Background: an optimization exercise with open tools, aiming at small area, a short achievable clock period and few clock cycles. Do not read the settings as production practice.
Function was not checked in any run shown here: the RTL went through the layout flow alone.
Power and IR drop assume default switching activity.

## flow/design.v (module list and top-level ports; edited modules follow where they fit)
// module xyolo_lane: 738 lines
// module xyolo_fa: 4 lines
// module xyolo_ha: 4 lines
// module xyolo_lanes: 167 lines
module xyolo_lanes
#(
  parameter int DATA_W   = xyolo_lanes_pkg::c_DATA_W,
  parameter int N_LANES  = xyolo_lanes_pkg::c_N_LANES,
  parameter int SHIFT_W  = xyolo_lanes_pkg::c_SHIFT_W,
  parameter int CNT_W    = xyolo_lanes_pkg::c_CNT_W,
  parameter int LEAKY_SH = xyolo_lanes_pkg::c_LEAKY_SH
) (
  input  logic                      clk,
  input  logic                      rst,
  input  logic                      start,
  input  logic [CNT_W-1:0]          cfg_n_acc,
  input  logic [CNT_W-1:0]          cfg_n_out,
  input  logic [2:0]                cfg_mp_win,
  input  logic                      cfg_bias,
  input  logic                      cfg_leaky,
  input  logic                      cfg_maxpool,
  input  logic                      cfg_bypass,
  input  logic [SHIFT_W-1:0]        cfg_shift,
  input  logic                      in_valid,
  output logic                      in_ready,
  input  logic [N_LANES*DATA_W-1:0] in_pixel,
  input  logic [N_LANES*DATA_W-1:0] in_weight,
  input  logic [N_LANES*DATA_W-1:0] in_bias,
  output logic                      out_valid,
  input  logic                      out_ready,
  output logic [N_LANES*DATA_W-1:0] out_data,
  output logic                      busy,
  output logic                      done
);
  // ...
==> flow/flow/run.sh <==
#!/bin/bash
# Standard synthesis unchanged, then the standard layout steps with the
# timing repair asked to leave extra setup margin (so that it sizes the
# critical paths for a period well below the 10 ns constraint) and with
# plain buffers, rather than delay cells, on the ports.
set -euo pipefail
MARGIN=$(cat flow/margin.txt)
bash standard.sh synth > synth.log 2>&1
bash standard.sh SETUP_SLACK_MARGIN=$MARGIN \
  BUFFER_PORTS_ARGS="-buffer_cell sky130_fd_sc_hd__buf_2" finish > layout.log 2>&1
==> flow/flow/margin.txt <==
6.5
==> flow/standard.sh <==
#!/bin/bash
# synth_recipe.tcl (not shown) runs the flow's synth.tcl, then flattens the netlist and writes it again
# the make line also repeats each setting of config.mk as NAME=value (left out here)
make -C /OpenROAD-flow-scripts/flow DESIGN_CONFIG=/design/flow/config.mk WORK_HOME=/design/flow/orfs CLKGATE_MAP_FILE= SYNTH_SCRIPT=/design/flow/synth_recipe.tcl "${@:-finish}"
==> flow/config.mk <==
export PLATFORM = sky130hd
export DESIGN_NAME = xyolo_lanes
export DESIGN_NICKNAME = xyolo_lanes
export VERILOG_FILES = /design/flow/design.v
export SDC_FILE = /design/flow/constraint.sdc
export NUM_CORES = 4
export LEC_CHECK = 0
export ABC_AREA = 1
export CAP_MARGIN = 20
export CORE_MARGIN = 2
export CORE_UTILIZATION = 40
export SLEW_MARGIN = 20
export SYNTH_HIERARCHICAL = 1
==> flow/constraint.sdc <==
create_clock -name core_clock -period 10.0 [get_ports {clk}]
set_input_delay 2.0000 -clock core_clock [delete_from_list [all_inputs] [get_ports {clk}]]
set_output_delay 2.0000 -clock core_clock [all_outputs]
set_load 0.01 [all_outputs]
==> flow_summary.json, run 1 <==
{
  "status": "complete, no violations",
  "num-nonclk-inverters": 994,
  "syn_inst": 7564,
  "via_count": 53600,
  "synth-simple-area-share_pct": 13.7,
  "drive_gt1_share_pct": 14.1,
  "crit_type": "flop to flop",
  "fin_cells": 10200,
  "met1_length_um": 87800,
  "drtPass1Iterations": 6,
  "dr.max_layer_used": "met5",
  "clk_latency_ps": 760,
  "grtUsageMet2_pct": 34.8,
  "fmax_mhz": 288,
  "ys_top_cells_by_count": "1314 x nand2_1, 924 x inv_1, 785 x dfxtp_1",
  "synth_top_area_share_pct": 23.6,
  "finish.instance_area_um2": 77200,
  "leakage_uw": 0.0387,
  "r2r_slack_ps": 6520,
  "cts_setup_buffers": 77,
  "synthMuxAreaShare_pct": 0.542,
  "pre_cts_slack_ps": 5400,
  "cts_tree": "yes",
  "placementRows": 149,
  "syn-cell-area_um2": 66500,
  "multi_input_area_share_pct": 52.1,
  "swShare_pct": 41.9,
  "fp.dieW_um": 412,
  "cts.htree.levels": 3,
  "power_uw": 20100
}
==> inputs of run 2 (changes only) <==
--- a/flow/config.mk
+++ b/flow/config.mk
@@ -7,3 +7,3 @@
 export LEC_CHECK = 0
-export ABC_AREA = 1
+export ABC_AREA = 0
 export CAP_MARGIN = 20
==> flow_summary.json, run 2 <==
{
  "status": "complete, no violations",
  "crit_family": "compound AO/OA/AOI/OAI gates",
  "drc": 0,
  "drive_gt1_share_pct": 20.3,
  "min_period_ps": 4090,
  "ys_top_cells_by_count": "1109 x nand2_1, 785 x dfxtp_1, 685 x nor2_1",
  "drv_cap": 0,
  "io_pins": 301,
  "numCtsBuffers": 116,
  "routed_wl_um": 217000,
  "final_cell_mix": "1077 x nand2_1, 741 x dfxtp_1, 635 x nor2_1",
  "rsz0062_at_grt": "true",
  "ys.flop_type": "dfxtp_1",
  "fmax_mhz": 245,
  "r2r_cells": 15,
  "ys_seq_area_share_pct": 30.5,
  "grt_pass1_vias": 57000,
  "cts-root-buf": "clkbuf_16",
  "initial_core_util_pct": 40.2,
  "initialDrtViolationCount": 5208,
  "die_y_um": 427,
  "finalWeightedCongestion": 0.897,
  "crit_top_cell": "o21ai_1",
  "place_hpwl_um": 148000,
  "cts.htree.levels": 3,
  "fin_crit_sh_pct": 40.9,
  "worst_pin_slew_ps": 1270,
  "finish.instance_area_um2": 85400,
  "synth_area_leaders": "dfxtp_1 22%, fa_1 15%, edfxtp_1 8.5%",
  "slew_viol_final": 0,
  "syn-num-nets": 9090,
  "cp-startpoint": "g_lane[2].u_lane.r_sh[3]",
  "ys_warn_count": 8,
  "routedWlPerCell_um": 20.6,
  "clk_latency_ps": 800,
  "fp.dieW_um": 427,
  "grt_max_degree": 97,
  "viasPerCell": 5.64,
  "grt_pass1_wl_um": 329000,
  "final_common_cell": "nand2_1",
  "crit_type": "flop to flop",
  "setup_tns_ps": 0,
  "cts_tree": "yes",
  "hold_class": "flop to flop",
  "syn-cell-area_um2": 71600,
  "slowest_delay_ps": 440,
  "worstSetupEndpointType": "flop",
  "placementRows": 155,
  "core-area_um2": 178000,
  "syn_area_per_cell_um2": 9.05,
  "r2r_slack_ps": 5910,
  "path_cells": "bufbuf_16, o21ai_1, a21oi_1, mux2i_1, mux2i_2, mux2i_4, ha_1, a211oi_2, o21ai_1, a21o_1, and3_1, mux2_1, a2111oi_2, a211o_1, o31ai_1",
  "leakage_uw": 0.0367,
  "cts.clk_slew.worst_paths_ps": 60,
  "largest_reg_flops": 172,
  "setup_violations": 0,
  "postPlaceCellArea_um2": 74900,
  "arrival_ps": 4740,
  "required_ps": 10660,
  "synth_top_area_share_pct": 21.9,
  "yosysTopAreaCell": "dfxtp_1",
  "via_count": 59700,
  "layout.nets": 9288,
  "hold_viol_final": 0,
  "async_reset_ff_share_pct": 0,
  "r2r_end": "g_lane[2].u_lane.r_y18[17]",
  "overflow": 0,
  "syn2layout_area_growth_pct": 19.2,
  "die_area_um2": 182000,
  "pwr_density_cell_nw_per_um2": 247,
  "drtPass1Iterations": 10,
  "skew_ps": 46.8,
  "crit_path_end": "g_lane[2].u_lane.r_y18[17]",
  "clock-sinks": 988,
  "ant_nets": 0,
  "yosysMostFrequentCell": "nand2_1",
  "cp_max_fo": 9,
  "reg2reg_from": "g_lane[2].u_lane.r_sh[3]",
  "largest_register": "g_lane.u_lane.r_acc",
  "grt_usage_pct": 22.8,
  "cp_slowest_cell": "edfxtp_1",
  "ctsHoldBuffers": 0,
  "critPathLaunchType": "flop",
  "relSlewSlack_pct": 14.9,
  "numPortBuffers": 300,
  "reg_top3": "g_lane.u_lane.r_acc x172, g_lane.u_lane.r_t0 x124, g_lane.u_lane.r_t1 x120",
  "ys_seq_elements": 988,
  "crit_buf_inv": 1,
  "synth_edf_count": 203,
  "antenna_found_initial": 5,
  "ir_worst_vdd_mv": 0.171,
  "max-clock-path-buffers": 3,
  "path_depth": 15,
  "syn_inst": 7911,
  "yosys.cell_types.count": 74
}
## run 2: cell count changes after synthesis, moves of 161 or more
| cell | change |
|---|---|
| a221oi_1 | +384 |
| nand2_1 | -205 |
| mux2i_1 | +223 |
| and2_1 | +161 |
| clkbuf_1 | +452 |
| xor2_1 | -466 |
| nand3_1 | -213 |
| o22ai_1 | -422 |
| inv_1 | -516 |
| a21oi_1 | +381 |
## run 2: kinds of logic (layout without fill, tap and decap cells)
group                    count (synthesis)  in the layout  share of synthesized area (%)
AND/OR/NAND/NOR                       2395           2403                           14.8
AO/OA/AOI/OAI                         1900           1900                           17.7
buffers and inverters                 1064           1356                           5.64
adder cells (fa/ha/maj)                994            994                           22.9
flip-flops                             988            988                           30.5
multiplexers                           348            348                           5.78
XOR/XNOR                               222            222                           2.72
other                                    0              3                              0
## run 2: modules after synthesis (local to each module, per instance), excerpt
| module | cells | copies in the design | flip-flops and latches | area, um2 |
|---|---|---|---|---|
| xyolo_fa | 1 | 464 | 0 | 20.0 |
| xyolo_lanes | 347 | 1 | 80 | 3740 |
| xyolo_ha | 1 | 76 | 0 | 12.5 |
## run 2: worst min path at each step
stage / to / startpoint / cells after the start
6_report: g_lane[0].u_lane.r_b1[15] / g_lane[0].u_lane.r_b[15] / 0
3_3_place_gp: g_lane[0].u_lane.r_ld1 / g_lane[0].u_lane.r_ld0 / 0
5_1_grt: g_lane[0].u_lane.r_b1[15] / g_lane[0].u_lane.r_b[15] / 0
2_1_floorplan: g_lane[0].u_lane.r_ld1 / g_lane[0].u_lane.r_ld0 / 0
4_1_cts: g_lane[0].u_lane.r_b1[15] / g_lane[0].u_lane.r_b[15] / 0
3_5_place_dp: g_lane[2].u_lane.r_ld1 / g_lane[2].u_lane.r_ld0 / 0
## run 2: cell type report
cell class	count	area, um2
inverters	409	1550
fillers	16400	92900
flip-flops and latches	988	21900
multi-input cells	5867	49000
diodes	3	7.51
well taps	2355	2950
clock inverters	67	733
clock buffers	153	3260
repair buffers	727	5970
## run 2: what timing repair did
action,in CTS,in global routing
cloned,17,15
resized for setup,475,452
setup endpoints to repair,350,245
pin swaps,148,210
setup buffers,142,110
## run 2: routing by layer
metal  track usage, %  vias up  share of wire, %
met4             9.74        4               4.6
met1             29.9    29100                42
met5                0        -             0.013
met2             37.7     2198                48
li1                 -    28000                 -
met3             3.09      427               6.0
## run 2: through the flow
step / cells / power, uW / setup slack, ps / hold slack (ps) / utilization [%]
3_3_place_gp: 10100 / 14200 / 5810 / 310 / 42.0
2_1_floorplan: 7911 / 12200 / 6390 / 309 / -
5_1_grt: 10600 / 22500 / 5780 / 321 / 47.9
3_5_place_dp: 10100 / 14400 / 5790 / 312 / 42.0
4_1_cts: 10400 / 19900 / 6050 / 298 / 46.1
6_report: 10600 / 21000 / 5910 / 301 / 47.9
## run 2: power breakdown
part           internal (uW)  switching (uW)  leakage [uW]
logic                   5120            5630        0.0264
clock network           2500            1870       0.00194
registers               5050             876       0.00845

[what the ideal ports hide]
How much do the figures lean on ideal ports? The routed layouts below were timed once more, with nothing changed but the port constraints.
Step 1: set_driving_cell puts a clkbuf_16 on clk and a buf_2 on each other input, an assumption about the parent block.
Step 2, shift: input delay + t, output delay - t, t = (earliest + latest rising clock arrival at the registers) / 2. This alone moves slack from input paths to output paths.
a / b / c = ideal / step 1 / step 2; a / b = the first two.
run	t, ns	setup WS [ns]	clock arrival spread, ns	slew at the worst register clock pin (ns)	worst slew at a driven data input, ns
run 1	0.828	6.524 / 6.450 / 6.100	0.044 / 0.044	0.07 / 0.07	0.12
run 2	0.843	5.914 / 5.914 / 5.843	0.054 / 0.055	0.07 / 0.07	0.10
After both steps setup and hold are still met in every run listed. For run 1, which loses most, drivers alone change the setup slack by -0.074 ns; drivers and shift together by -0.424 ns.
